This is an optimization exercise on Yosys and OpenROAD, whose aim is small area, not a production implementation. Where RTL was checked, it was by simulation tests only, not by an equivalence proof against the original.

==> inputs of 07-06 <==
## cache_repl8
module cache_repl8 (
  input  logic        clock,
  input  logic        rst,
  input  logic        upd_valid_i,
  input  logic [31:0] upd_addr_i,
  input  logic [2:0]  upd_way_i,
  input  logic        vic_req_i,
  input  logic [31:0] vic_addr_i,
  input  logic [7:0]  way_valid_i,
  output logic        vic_valid_o,
  output logic [2:0]  vic_way_o,
  output logic        init_busy_o
);
  logic        running;
  logic [7:0]  init_cnt;
  logic [15:0] state_mem [256];
  logic [7:0]  upd_idx, vic_idx, wr_idx;
  logic [15:0] upd_rd, upd_next, wr_data;
  logic [2:0]  vic_lru, victim;
  logic        wr_en;
  logic        p_valid;
  logic [7:0]  p_idx;
  logic [2:0]  p_way;
  logic [15:0] p_word;
  assign upd_idx = upd_addr_i[11:4];
  assign vic_idx = vic_addr_i[11:4];
  always_ff @(posedge clock) begin
    if (rst)                                   init_busy_o <= 1'b1;
    else if (init_busy_o && init_cnt == 8'hFF) init_busy_o <= 1'b0;
  end
  assign running = ~init_busy_o;
  always_ff @(posedge clock) begin
    if (rst)              init_cnt <= '0;
    else if (init_busy_o) init_cnt <= init_cnt + 1'b1;
  end
  logic [15:0] blk_upd [16];
  logic [2:0]  blk_vic [16];
  always_comb begin
    for (int g = 0; g < 16; g++) begin
      blk_upd[g] = '0;
      blk_vic[g] = '0;
      for (int k = 0; k < 16; k++) begin
        blk_upd[g] = blk_upd[g] | (state_mem[16*g+k] & {16{upd_idx == 8'(16*g+k)}});
        blk_vic[g] = blk_vic[g] | (state_mem[16*g+k][2:0] & {3{vic_idx == 8'(16*g+k)}});
      end
    end
    upd_rd  = '0;
    vic_lru = '0;
    for (int g = 0; g < 16; g++) begin
      upd_rd  = upd_rd | blk_upd[g];
      vic_lru = vic_lru | blk_vic[g];
    end
  end
  always_ff @(posedge clock) begin
    if (rst) p_valid <= 1'b0;
    else     p_valid <= running && upd_valid_i;
    p_idx  <= upd_idx;
    p_way  <= upd_way_i;
    p_word <= (p_valid && p_idx == upd_idx) ? upd_next : upd_rd;
  end
  logic [2:0] d [8];
  logic [7:0] th [9];
  logic [2:0] nd [7];
  logic [7:0] at_r;      
  logic [7:0] lt, eq, ge;
  logic [3:0] pk;
  always_comb begin
    d[0] = p_word[2:0];
    d[1] = p_word[5:3];
  ...
==> module cache_repl8, before the edit <==
module cache_repl8 (
  input  logic        clock,
  input  logic        rst,
  input  logic        upd_valid_i,
  input  logic [31:0] upd_addr_i,
  input  logic [2:0]  upd_way_i,
  input  logic        vic_req_i,
  input  logic [31:0] vic_addr_i,
  input  logic [7:0]  way_valid_i,
  output logic        vic_valid_o,
  output logic [2:0]  vic_way_o,
  output logic        init_busy_o
);
  logic        running;
  logic [7:0]  init_cnt;
  logic [15:0] state_mem [256];
  logic [7:0]  upd_idx, vic_idx, wr_idx;
  logic [15:0] upd_rd, upd_next, wr_data;
  logic [2:0]  vic_lru, victim;
  logic        wr_en;
  logic        p_valid;
  logic [7:0]  p_idx;
  logic [2:0]  p_way;
  logic [15:0] p_word;
  assign upd_idx = upd_addr_i[11:4];
  assign vic_idx = vic_addr_i[11:4];
  always_ff @(posedge clock) begin
    if (rst)                                   init_busy_o <= 1'b1;
    else if (init_busy_o && init_cnt == 8'hFF) init_busy_o <= 1'b0;
  end
  assign running = ~init_busy_o;
  always_ff @(posedge clock) begin
    if (rst)              init_cnt <= '0;
    else if (init_busy_o) init_cnt <= init_cnt + 1'b1;
  end
  logic [15:0] blk_upd [16];
  logic [2:0]  blk_vic [16];
  always_comb begin
    for (int g = 0; g < 16; g++) begin
      blk_upd[g] = '0;
      blk_vic[g] = '0;
      for (int k = 0; k < 16; k++) begin
        blk_upd[g] = blk_upd[g] | (state_mem[16*g+k] & {16{upd_idx == 8'(16*g+k)}});
        blk_vic[g] = blk_vic[g] | (state_mem[16*g+k][2:0] & {3{vic_idx == 8'(16*g+k)}});
      end
    end
    upd_rd  = '0;
    vic_lru = '0;
    for (int g = 0; g < 16; g++) begin
      upd_rd  = upd_rd | blk_upd[g];
      vic_lru = vic_lru | blk_vic[g];
    end
  end
  always_ff @(posedge clock) begin
    if (rst) p_valid <= 1'b0;
    else     p_valid <= running && upd_valid_i;
    p_idx  <= upd_idx;
    p_way  <= upd_way_i;
    p_word <= (p_valid && p_idx == upd_idx) ? upd_next : upd_rd;
  end
  logic [2:0] d [8];
  logic [7:0] th [9];
  logic [2:0] nd [7];
  logic [7:0] at_r;      
  logic [7:0] lt, eq, ge;
  logic [3:0] pk;
  always_comb begin
    d[0] = p_word[2:0];
    d[1] = p_word[5:3];
    d[2] = p_word[8:6];
    if (p_word[10:9] == 2'b11) begin
      d[3] = 3'd4;
      d[5] = {1'b0, p_word[12:11]};
    end else begin
      d[3] = {1'b0, p_word[12:11]};
      d[5] = {1'b0, p_word[10:9]};
    end
    d[4] = {1'b0, p_word[14:13]};
    d[6] = {2'b0, p_word[15]};
    d[7] = 3'd0;
    for (int k = 0; k < 8; k++) th[0][k] = 3'(k) < p_way;
    for (int j = 0; j < 8; j++) begin
      for (int k = 0; k < 8; k++)
        th[j+1][k] = (3'(k) < d[j]) ? th[j][k] : (k < 7 ? th[j][k+1] : 1'b0);
      lt[j]   = th[j][d[j]];
      eq[j]   = !th[j][d[j]] && (d[j] == 3'd0 || th[j][d[j] - 3'd1]);
      ge[j]   = !lt[j];
      at_r[j] = eq[j] || (j > 0 && at_r[j-1]);
    end
    for (int i = 0; i < 7; i++) begin
      if (at_r[i]) nd[i] = d[i+1] + {2'b0, ge[i+1]};
      else         nd[i] = d[i];
    end
    if (nd[3] == 3'd4) pk = {nd[5][1:0], 2'b11};
    else               pk = {nd[3][1:0], nd[5][1:0]};
    upd_next = {nd[6][0], nd[4][1:0], pk, nd[2], nd[1], nd[0]};
  end
  always_comb begin
    wr_en   = p_valid;
    wr_idx  = p_idx;
    wr_data = upd_next;
    if (init_busy_o) begin
      wr_en   = 1'b1;
      wr_idx  = init_cnt;
      wr_data = '0;
    end
  end
  always_ff @(posedge clock) begin
    for (int s = 0; s < 256; s++)
      if (wr_en && wr_idx == 8'(s)) state_mem[s] <= wr_data;
  end
  always_comb begin
    victim = (p_valid && p_idx == vic_idx) ? upd_next[2:0] : vic_lru;
    for (int w = 7; w >= 0; w--) begin
      if (!way_valid_i[w]) victim = 3'(w);
    end
  end
  always_ff @(posedge clock) begin
    if (rst) begin
      vic_valid_o <= 1'b0;
      vic_way_o   <= '0;
    end else begin
      vic_valid_o <= running && vic_req_i;
      if (running && vic_req_i) vic_way_o <= victim;
    end
  end
endmodule
make LEC_CHECK=0 CAP_MARGIN=10 CORE_MARGIN=2 CORE_UTILIZATION=40 CTS_BUF_LIST=sky130_fd_sc_hd__clkbuf_8 CTS_CLUSTER_DIAMETER=60 CTS_CLUSTER_SIZE=20 GPL_TIMING_DRIVEN=0 PLACE_DENSITY=0.5 SLEW_MARGIN=10 SYNTH_MEMORY_MAX_BITS=16384 finish   # period 10.0 ns
run.sh (not shown) runs the stock make flow with config.mk's settings and CLKGATE_MAP_FILE= SYNTH_SCRIPT=/design/flow/synth_recipe.tcl, a recipe that flattens the netlist after the stock synthesis.
==> inputs of 03-15, as changes to 07-06 <==
--- a/flow/design.v
+++ b/flow/design.v
@@ -47,21 +47,11 @@
     else if (init_busy_o) init_cnt <= init_cnt + 1'b1;
   end
-  logic [15:0] blk_upd [16];
-  logic [2:0]  blk_vic [16];
   always_comb begin
-    for (int g = 0; g < 16; g++) begin
-      blk_upd[g] = '0;
-      blk_vic[g] = '0;
-      for (int k = 0; k < 16; k++) begin
-        blk_upd[g] = blk_upd[g] | (state_mem[16*g+k] & {16{upd_idx == 8'(16*g+k)}});
-        blk_vic[g] = blk_vic[g] | (state_mem[16*g+k][2:0] & {3{vic_idx == 8'(16*g+k)}});
-      end
-    end
-    upd_rd  = '0;
+    upd_rd = '0;
+    for (int s = 0; s < 256; s++) upd_rd = upd_rd | (state_mem[s] & {16{upd_idx == 8'(s)}});
+  end
+  always_comb begin
     vic_lru = '0;
-    for (int g = 0; g < 16; g++) begin
-      upd_rd  = upd_rd | blk_upd[g];
-      vic_lru = vic_lru | blk_vic[g];
-    end
+    for (int s = 0; s < 256; s++) vic_lru = vic_lru | (state_mem[s][2:0] & {3{vic_idx == 8'(s)}});
   end
   always_ff @(posedge clock) begin
--- a/flow/config.mk
+++ b/flow/config.mk
@@ -9,7 +9,5 @@
 export CORE_MARGIN = 2
 export CORE_UTILIZATION = 40
-export CTS_BUF_LIST = sky130_fd_sc_hd__clkbuf_8
-export CTS_CLUSTER_DIAMETER = 60
-export CTS_CLUSTER_SIZE = 20
+export CTS_BUF_LIST = sky130_fd_sc_hd__clkbuf_4 sky130_fd_sc_hd__clkbuf_8
 export GPL_TIMING_DRIVEN = 0
 export PLACE_DENSITY = 0.5
==> inputs of 08-12, as changes to 07-06 <==
==> flow/design.v (replaced) <==
package cache_pkg;
  typedef enum logic { REPL_LRU = 1'b0, REPL_PLRU = 1'b1 } repl_mode_e;
  typedef enum logic { INIT = 1'b0, RUN = 1'b1 } fsm_e;
  function automatic int way_w(input int assoc);
    way_w = $clog2(assoc);
  endfunction
  function automatic int off_w(input int block_size);
    off_w = $clog2(block_size);
  endfunction
  function automatic int idx_w(input int cache_size, input int block_size, input int assoc);
    idx_w = $clog2(cache_size / (block_size * assoc));
  endfunction
endpackage
module cache_repl8 (
  input  logic        clock,
  input  logic        rst,
  input  logic        upd_valid_i,
  input  logic [31:0] upd_addr_i,
  input  logic [2:0]  upd_way_i,
  input  logic        vic_req_i,
  input  logic [31:0] vic_addr_i,
  input  logic [7:0]  way_valid_i,
  output logic        vic_valid_o,
  output logic [2:0]  vic_way_o,
  output logic        init_busy_o
);
  logic        running;
  logic [7:0]  init_cnt;
  logic [15:0] state_mem [256];
  logic [255:0] row_sel;   
  logic [7:0]  upd_idx, vic_idx, wr_idx;
  logic [15:0] upd_cur, upd_next, wr_data;
  logic [2:0]  vic_lru, victim;
  logic        wr_en;
  assign upd_idx = upd_addr_i[11:4];
  assign vic_idx = vic_addr_i[11:4];
  always_ff @(posedge clock) begin
    if (rst)                                init_busy_o <= 1'b1;
    else if (init_busy_o && init_cnt == 8'hFF) init_busy_o <= 1'b0;
  end
  assign running = ~init_busy_o;
  always_ff @(posedge clock) begin
    if (rst)              init_cnt <= '0;
    else if (init_busy_o) init_cnt <= init_cnt + 1'b1;
  end
  always_comb begin
    upd_cur = '0;
    for (int s = 0; s < 256; s++) upd_cur = upd_cur | (state_mem[s] & {16{row_sel[s]}});
  end
  always_comb begin
    vic_lru = '0;
    for (int s = 0; s < 256; s++) vic_lru = vic_lru | (state_mem[s][2:0] & {3{vic_idx == 8'(s)}});
  end
  logic [2:0] d [8];
  logic [2:0] t [9];
  logic [2:0] nd [7];
  logic [7:0] at_r;      
  logic [7:0] ge;
  logic [3:0] pk;
  always_comb begin
    d[0] = upd_cur[2:0];
    d[1] = upd_cur[5:3];
    d[2] = upd_cur[8:6];
    if (upd_cur[10:9] == 2'b11) begin
      d[3] = 3'd4;
      d[5] = {1'b0, upd_cur[12:11]};
    end else begin
      d[3] = {1'b0, upd_cur[12:11]};
      d[5] = {1'b0, upd_cur[10:9]};
    end
    d[4] = {1'b0, upd_cur[14:13]};
    d[6] = {2'b0, upd_cur[15]};
    d[7] = 3'd0;
    t[0] = upd_way_i;
    for (int j = 0; j < 8; j++) begin
      at_r[j] = (d[j] == t[j]) || (j > 0 && at_r[j-1]);
      ge[j]   = d[j] >= t[j];
      t[j+1]  = ge[j] ? t[j] : t[j] - 3'd1;
    end
    for (int i = 0; i < 7; i++) begin
      if (at_r[i]) nd[i] = d[i+1] + {2'b0, ge[i+1]};
      else         nd[i] = d[i];
    end
    if (nd[3] == 3'd4) pk = {nd[5][1:0], 2'b11};
    else               pk = {nd[3][1:0], nd[5][1:0]};
    upd_next = {nd[6][0], nd[4][1:0], pk, nd[2], nd[1], nd[0]};
  end
  always_comb begin
    wr_en   = 1'b0;
    wr_idx  = upd_idx;
    wr_data = upd_next;
    if (init_busy_o) begin
      wr_en   = 1'b1;
      wr_idx  = init_cnt;
      wr_data = '0;
    end else if (upd_valid_i) begin
      wr_en = 1'b1;
    end
  end
  always_comb begin
    for (int s = 0; s < 256; s++) row_sel[s] = wr_en && wr_idx == 8'(s);
  end
  always_ff @(posedge clock) begin
    for (int s = 0; s < 256; s++)
      if (row_sel[s]) state_mem[s] <= wr_data;
  end
  always_comb begin
    victim = vic_lru;
    for (int w = 7; w >= 0; w--) begin
      if (!way_valid_i[w]) victim = 3'(w);
    end
  end
  always_ff @(posedge clock) begin
    if (rst) begin
      vic_valid_o <= 1'b0;
      vic_way_o   <= '0;
    end else begin
      vic_valid_o <= running && vic_req_i;
      if (running && vic_req_i) vic_way_o <= victim;
    end
  end
endmodule
==> flow/config.mk (replaced) <==
export PLATFORM = sky130hd
export DESIGN_NAME = cache_repl8
export DESIGN_NICKNAME = cache_repl8
export VERILOG_FILES = /design/flow/design.v
export SDC_FILE = /design/flow/constraint.sdc
export NUM_CORES = 4
export LEC_CHECK = 0
export CAP_MARGIN = 10
export CORE_MARGIN = 2
export CORE_UTILIZATION = 55
export PLACE_DENSITY = 0.65
export SLEW_MARGIN = 10
export SYNTH_MEMORY_MAX_BITS = 16384
==> comparison <==
07-06 failed in global routing (5_1_grt), error GRT-0116. 03-15 did not get past global routing (5_1_grt) with GRT-0116. 08-12 ended with an error in global routing (5_1_grt), error GRT-0116.
Against 07-06, the synthesized cell count of 03-15 is lower by 0.67%.
In 08-12 the area after synthesis is smaller than in 07-06, by about 1%.
No functional check of the RTL was part of 07-06 and 03-15.
